Source: an optimization exercise on an open RTL-to-GDS flow (aim: small area, a short achievable clock period and few clock cycles per item). Production flows keep margins and buffers that such runs may drop.
Only simulation tests tie the RTL to the original design; equivalence was not proved.
Power and IR drop assume default switching activity.

raven:
## fft_top
module fft_top (
  input  logic                       clk,
  input  logic                       reset_i,
  input  logic                       in_valid_i,
  output logic                       in_ready_o,
  input  logic [2*(4 + 4)-1:0] in_sample_i,
  output logic                       out_valid_o,
  input  logic                       out_ready_i,
  output logic [2*(4 + 4)-1:0] out_bin_o,
  output logic                       out_last_o
);
  logic [3:0][15:0] d_q, s_q, hi_q;
  logic [15:0]      bk1_q, bk3_q, bk5_q, bk7_q;
  logic [8:0]       z_q;
  logic             c7_q;
  logic [15:0]      out_q;
  logic             out_v_q;
  logic [2:0] fc_q;       
  logic       pa_cur_q;   
  logic [2:0] pa_q;       
  logic       bk_rdy_q;   
  logic [2:0] jc_q;       
  logic [2:0] ob_q;       
  logic       ir_q;       
  logic       rdy_q;      
  logic       vin_q;      
  logic [15:0] in_q;
  logic       st0_q, st1_q, w2_q, p2_q, p3_q, p4_q, p5_q, p6_q;
  logic       sa_d_q, sa_s0_q, sa_s1_q, sa_s2_q, sa_b1_q, sa_b3_q;
  logic       sb_d_q, sb_s1_q, sb_s2_q, sb_s3_q, sb_b5_q, sb_b7_q;
  logic       jx_q, j3_q;
  logic       evc_q;      
  logic fire, start, step1, out_acc, ev, jstep;
  logic op;
  ...
==> flow/config.mk <==
export PLATFORM = sky130hd
export DESIGN_NAME = fft_top
export DESIGN_NICKNAME = fft_top
export VERILOG_FILES = /design/flow/design.v
export SDC_FILE = /design/flow/constraint.sdc
export NUM_CORES = 4
export LEC_CHECK = 0
export ABC_AREA = 1
export CAP_MARGIN = 20
export CORE_MARGIN = 2
export CORE_UTILIZATION = 40
export CTS_CLUSTER_DIAMETER = 100
export CTS_CLUSTER_SIZE = 24
export SETUP_SLACK_MARGIN = 3.3
export SLEW_MARGIN = 20
==> flow/constraint.sdc <==
create_clock -name core_clock -period 6.0 [get_ports {clk}]
set_input_delay 1.2000 -clock core_clock [delete_from_list [all_inputs] [get_ports {clk}]]
set_output_delay 1.2000 -clock core_clock [all_outputs]
set_load 0.01 [all_outputs]
standard.sh (not shown) runs the stock make flow with config.mk's settings and CLKGATE_MAP_FILE= SYNTH_SCRIPT=/design/flow/synth_recipe.tcl, a recipe that flattens the netlist after the stock synthesis.
==> flow/flow/run.sh <==
#!/bin/bash
# The standard layout, except that the port buffers are buf_4 cells
# instead of the default (a slow delay-buffer cell).
set -euo pipefail
export BUFFER_PORTS_ARGS="-buffer_cell sky130_fd_sc_hd__buf_4"
bash standard.sh > standard.log 2>&1
Testbench counts of raven, summed over its fixed seeds: cycles 4,200, frames 512.
[inputs] garnet vs raven
# raven
export LEC_CHECK = 0
export ABC_AREA = 1
export CAP_MARGIN = 20
export CORE_MARGIN = 2
export CORE_UTILIZATION = 40
export CTS_CLUSTER_DIAMETER = 100
export CTS_CLUSTER_SIZE = 24
export SETUP_SLACK_MARGIN = 3.3
export SLEW_MARGIN = 20
create_clock -name core_clock -period 6.0 [get_ports {clk}]
# garnet
export LEC_CHECK = 0
export ABC_AREA = 1
export CAP_MARGIN = 20
export CORE_MARGIN = 2
export CORE_UTILIZATION = 55
export CTS_CLUSTER_DIAMETER = 100
export CTS_CLUSTER_SIZE = 24
export PLACE_DENSITY = 0.75
export SETUP_SLACK_MARGIN = 3.0
export SLEW_MARGIN = 20
create_clock -name core_clock -period 6.0 [get_ports {clk}]
==> flow/run.sh (new file) <==
#!/bin/bash
# synth_recipe.tcl (not shown) runs the flow's synth.tcl, then flattens the netlist and writes it again
# the make line also repeats each setting of config.mk as NAME=value (left out here)
make -C /OpenROAD-flow-scripts/flow DESIGN_CONFIG=/design/flow/config.mk WORK_HOME=/design/flow/orfs CLKGATE_MAP_FILE= SYNTH_SCRIPT=/design/flow/synth_recipe.tcl finish
removed: flow/flow/run.sh
removed: flow/standard.sh
Notes after the runs:
Comparing area of the die for raven and garnet, the bigger number came from raven.
Every run in the comparison, raven and garnet, completed the flow with a clean layout.
A source of the critical timing path of sa_d_q$_DFF_P_ is what raven shows, while sa_s0_q$_DFF_P_ belongs to garnet.
raven → garnet: cell count along the critical path fell by 3, utilization climbed 12 points, global-route wire length before repair now sits lower.
Going from raven to garnet, critical path buffer and inverter count grows by 1.
In the tables for raven and garnet, setup fix buffers added after clock tree synthesis reads higher with raven.
In the metrics for raven and garnet, the one carrying the higher clock latency reported for the late side of the worst-skew pair is raven.
Input-level comparison between amber and garnet:
# garnet
export LEC_CHECK = 0
export ABC_AREA = 1
export CAP_MARGIN = 20
export CORE_MARGIN = 2
export CORE_UTILIZATION = 55
export CTS_CLUSTER_DIAMETER = 100
export CTS_CLUSTER_SIZE = 24
export PLACE_DENSITY = 0.75
export SETUP_SLACK_MARGIN = 3.0
export SLEW_MARGIN = 20
create_clock -name core_clock -period 6.0 [get_ports {clk}]
# amber
export LEC_CHECK = 0
export ABC_AREA = 1
export CAP_MARGIN = 20
export CORE_MARGIN = 2
export CORE_UTILIZATION = 40
export SETUP_SLACK_MARGIN = 3.0
export SLEW_MARGIN = 20
create_clock -name core_clock -period 6.0 [get_ports {clk}]
==> notes.md <==
Layout-stage area growth over the synthesis result ended up 6.2 points higher on amber than on garnet.
Changes observed in amber relative to garnet: sequential power roughly the same; global-route usage lower; proportion of cell area occupied by registers lower; worst slew margin relative to its limit higher.
In amber relative to garnet, wire length had gone up by a few percent.
Delta (amber minus garnet): count of fill cells added during filler insertion grew by about 56%; number of nets in the layout grew by 18; area occupied by multi-input gates grew by 1.2%.
amber completed; timing, DRC and antenna clean
Compared with garnet, amber shows a setup slack after layout that is 0.092 ns higher.
Number of standard cells in the layout, taps in and fillers out went up by a little under 10% going from garnet to amber.
### amber -> maple
# amber
export LEC_CHECK = 0
export ABC_AREA = 1
export CAP_MARGIN = 20
export CORE_MARGIN = 2
export CORE_UTILIZATION = 40
export SETUP_SLACK_MARGIN = 3.0
export SLEW_MARGIN = 20
create_clock -name core_clock -period 6.0 [get_ports {clk}]
# maple
export LEC_CHECK = 0
export ABC_AREA = 1
export CAP_MARGIN = 20
export CORE_MARGIN = 2
export CORE_UTILIZATION = 40
export CTS_CLUSTER_DIAMETER = 100
export CTS_CLUSTER_SIZE = 20
export SETUP_SLACK_MARGIN = 3.1
export SLEW_MARGIN = 20
create_clock -name core_clock -period 6.0 [get_ports {clk}]
Results
Delta(worst path arrival time, maple - amber) > 0
Summary of maple over amber: final period demand of the worst path saw a decrease, number of setup violations in the final report comparable, wire length on met3 went down.
Relative to amber, via-per-instance ratio has increased by 0.041 in maple.
When maple is measured against amber, its number of setup buffers added after CTS turns out 2 higher.
maple reports its source of the critical timing path as sb_s2_q$_DFF_P_ while amber reports z_q[4]$_DFF_P_.
> inputs changed (maple -> yarrow)
# maple
export LEC_CHECK = 0
export ABC_AREA = 1
export CAP_MARGIN = 20
export CORE_MARGIN = 2
export CORE_UTILIZATION = 40
export CTS_CLUSTER_DIAMETER = 100
export CTS_CLUSTER_SIZE = 20
export SETUP_SLACK_MARGIN = 3.1
export SLEW_MARGIN = 20
create_clock -name core_clock -period 6.0 [get_ports {clk}]
# yarrow
export LEC_CHECK = 0
export ABC_AREA = 1
export CAP_MARGIN = 20
export CORE_MARGIN = 2
export CORE_UTILIZATION = 40
export CTS_CLUSTER_DIAMETER = 100
export CTS_CLUSTER_SIZE = 24
export SETUP_SLACK_MARGIN = 3.1
export SLEW_MARGIN = 20
create_clock -name core_clock -period 6.0 [get_ports {clk}]
==> flow/flow/run.sh (new file) <==
#!/bin/bash
# The standard layout, except that the port buffers are buf_2 cells
# instead of the default delay-buffer cell (smaller and faster).
set -euo pipefail
export BUFFER_PORTS_ARGS="-buffer_cell sky130_fd_sc_hd__buf_2"
bash standard.sh > standard.log 2>&1
==> flow/standard.sh (new file) <==
#!/bin/bash
# synth_recipe.tcl (not shown) runs the flow's synth.tcl, then flattens the netlist and writes it again
# the make line also repeats each setting of config.mk as NAME=value (left out here)
make -C /OpenROAD-flow-scripts/flow DESIGN_CONFIG=/design/flow/config.mk WORK_HOME=/design/flow/orfs CLKGATE_MAP_FILE= SYNTH_SCRIPT=/design/flow/synth_recipe.tcl "${@:-finish}"
removed: flow/run.sh
### Flow results
yarrow reached the end of the flow, and the finished layout is clean on the timing, DRC and antenna checks.
Comparing clock share of power for maple and yarrow, the bigger number came from yarrow.
Routed wire length grows slightly when moving from maple to yarrow.
Min part of the total power dissipated in sequential elements across maple and yarrow: maple
From maple to yarrow the numbers moved as follows: area taken by multi-input logic gates saw little to no change, post-cts gate resize count -2.
[yarrow] global router's overall resource usage rose 0.33 points relative to maple
Clock slew at the register clock pins of the worst setup and hold paths for yarrow: 0.02 ns up relative to maple
[compare] base=maple new=yarrow: sum of buffers and inverters on the critical path increased 1, die area essentially unchanged.

re-timing with driven ports:
How much do the figures lean on ideal ports? The routed layouts below were timed once more, with nothing changed but the port constraints. Step 1: set_driving_cell puts a clkbuf_16 on clk and a buf_2 on each other input, an assumption about the parent block. Step 2 times the ports against the registers' clock, not the clock port: input delays grow and output delays shrink by t, the midpoint of the rising clock arrivals with the driver on. a / b / c = ideal ports / drivers / drivers and shift; a / b = the first two.
run | shift t [ns] | slack for setup (ns) | hold WS [ns] | pins driven straight from the clock port
raven | 0.591 | 3.219 / 3.219 / 3.042 | 0.405 / 0.405 / 0.405 | 1
garnet | 0.569 | 2.996 / 2.996 / 2.661 | 0.423 / 0.423 / 0.423 | 1
amber | 0.611 | 3.088 / 3.088 / 2.589 | 0.414 / 0.414 / 0.414 | 1
maple | 0.583 | 3.141 / 3.128 / 2.722 | 0.420 / 0.420 / 0.420 | 1
yarrow | 0.578 | 3.202 / 3.193 / 2.841 | 0.406 / 0.406 / 0.406 | 1
After both steps every run listed still meets setup and hold. For amber, which loses most, drivers alone change the setup slack by 0.000 ns; drivers and shift together by -0.499 ns.
